Source: an optimization exercise on an open RTL-to-GDS flow (aim: small area, a short achievable clock period and few clock cycles per item). Production flows keep margins and buffers that such runs may drop. RTL that was checked went through simulation tests only; none was proved equivalent to the original. No activity file was given, so power comes from the tool's default toggle rates.

## v6
==> flow/design.v (excerpt) <==
module projection_char_segmenter #(
    parameter int MAX_WIDTH  = pcs_pkg::MAX_WIDTH_DEF,
    parameter int MAX_HEIGHT = pcs_pkg::MAX_HEIGHT_DEF,
    parameter int NUM_CHARS  = pcs_pkg::NUM_CHARS_DEF
) (
    input  logic                                aclk,
    input  logic                                aresetn,
    input  logic                                s_valid,
    output logic                                s_ready,
    input  logic [pcs_pkg::PIXEL_W-1:0]         s_pixel,
    output logic                                m_valid,
    input  logic                                m_ready,
    output logic [pcs_pkg::CHAR_INDEX_W-1:0]    m_char_index,
    output logic [pcs_pkg::LEFT_W-1:0]          m_left,
    output logic [pcs_pkg::TOP_W-1:0]           m_top,
    output logic [pcs_pkg::BOX_WIDTH_W-1:0]     m_box_width,
    output logic [pcs_pkg::BOX_HEIGHT_W-1:0]    m_box_height,
    output logic                                m_last,
    input  logic                                cfg_valid,
    output logic                                cfg_ready,
    input  logic [pcs_pkg::CFG_INDEX_W-1:0]     cfg_index,
    input  logic [pcs_pkg::CFG_DATA_W-1:0]      cfg_data
);
clock: 7.0 ns
lec_check: 0
cap_margin: 20
core_margin: 2
core_utilization: 65
cts_cluster_diameter: 60
cts_cluster_size: 32
place_density: 0.72
setup_slack_margin: 4.5
slew_margin: 20
tns_end_percent: 100
run.sh (not shown) runs the stock make flow with config.mk's settings and CLKGATE_MAP_FILE= SYNTH_SCRIPT=/design/flow/synth_recipe.tcl, a recipe that flattens the netlist after the stock synthesis.
Relative to v6, the following input files were edited for v7:
-- flow/design.v --
<<< v6, line 282
                   || !(inside_reg || (s_al && head[1])) || !m_valid_reg;
        use_px   = qt_reg[0] && (relabel || q_al_reg) && row0_ok
                   && !(last_col && pend_reg && (!row0 || last_row));
        for (int i = 0; i < QD; i++) begin
            q_wr[i]     = !qt_reg[i] && ((i == 0) || qt_reg[(i > 0) ? i - 1 : 0]);
>>> v7, line 282
                   || !(inside_reg || (s_al && head[1])) || !m_valid_reg;
        use_px   = qt_reg[0] && (relabel || q_al_reg) && row0_ok
                   && !(last_col && last_row && pend_reg);
        for (int i = 0; i < QD; i++) begin
            q_wr[i]     = !qt_reg[i] && ((i == 0) || qt_reg[(i > 0) ? i - 1 : 0]);
<<< v6, line 416
    logic [5:0] top_sum;
    logic [6:0] band_sum;
    logic       show_reg;     
    logic       row0v_reg;    
    logic       row0t_reg;
    logic       row0b_reg;
    logic       box_done;
    assign top_sum  = (rfirst_q ? 6'd0 : top_acc) + 6'(rhalf_q && rlt_q);
    assign band_sum = (rfirst_q ? 7'd0 : band_acc) + 7'(rgt_q);
    assign box_done = m_valid_reg && m_ready && m_last_reg;
    always_ff @(posedge aclk) begin
        if (!aresetn) begin
            show_reg  <= 1'b0;
            row0v_reg <= 1'b0;
        end else begin
            if (rv_q && rlast_q && !show_reg) begin
                show_reg <= 1'b1;
            end else if (box_done) begin
                show_reg <= 1'b0;
            end
            if (rv_q && show_reg && !box_done) begin
                row0v_reg <= 1'b1;
            end else if (box_done) begin
                row0v_reg <= 1'b0;
            end
        end
        if (rv_q && show_reg && !box_done) begin
            row0t_reg <= rhalf_q && rlt_q;
            row0b_reg <= rgt_q;
        end
        if (rv_q && !(show_reg && !box_done)) begin
            top_acc  <= top_sum;
            band_acc <= band_sum;
        end else if (box_done && row0v_reg) begin
            top_acc  <= 6'(row0t_reg);
            band_acc <= 7'(row0b_reg);
        end
    end
    assign m_top        = {1'b0, top_acc};
    assign m_box_height = band_acc;
endmodule
>>> v7, line 416
    logic [5:0] top_sum;
    logic [6:0] band_sum;
    logic [5:0] m_top_reg;
    logic [6:0] m_band_reg;
    assign top_sum  = (rfirst_q ? 6'd0 : top_acc) + 6'(rhalf_q && rlt_q);
    assign band_sum = (rfirst_q ? 7'd0 : band_acc) + 7'(rgt_q);
    always_ff @(posedge aclk) begin
        if (rv_q) begin
            top_acc  <= top_sum;
            band_acc <= band_sum;
            if (rlast_q) begin
                m_top_reg  <= top_sum;
                m_band_reg <= band_sum;
            end
        end
    end
    assign m_top        = {1'b0, m_top_reg};
    assign m_box_height = m_band_reg;
endmodule
==> comparison <==
From v6 to v7 the numbers moved as follows: power of the combinational group went up 16%; number of nets in the final layout saw a decrease; distinct cell type count of the synthesized netlist now sits lower; via count of the first global-routing pass has decreased; die area picked up an extra 0.35%. Worst supply voltage drop on vdd deteriorates in v7 relative to v6. v7 vs v6: met2 routed wirelength down by a few percent.
Testbench counts of v7, summed over its fixed seeds: cycles 349,737, images 160.
The RTL of v6 was laid out without a check of its function.

-- what the ideal ports hide --
The flow's constraints put no driver on any port. The routed layouts listed below were extracted and timed again, unchanged, in two steps.
Step 1 assumes that a clkbuf_16 drives the clock port and a buf_2 every other input.
Step 2 also shifts input and output timing later by t, the mid clock arrival at the registers, as if the neighbouring blocks saw the same clock.
Three values: ideal ports, drivers, drivers and shift; two values: the first two.
run | t, ns | slack for setup (ns) | worst setup path at the end
v6 | 0.672 | 4.305 / 4.244 / 3.754 | input to register
v7 | 0.680 | 4.401 / 4.350 / 3.873 | input to register
After both steps setup and hold are still met in every run listed. For v6, which loses most, drivers alone change the setup slack by -0.061 ns; drivers and shift together by -0.551 ns.
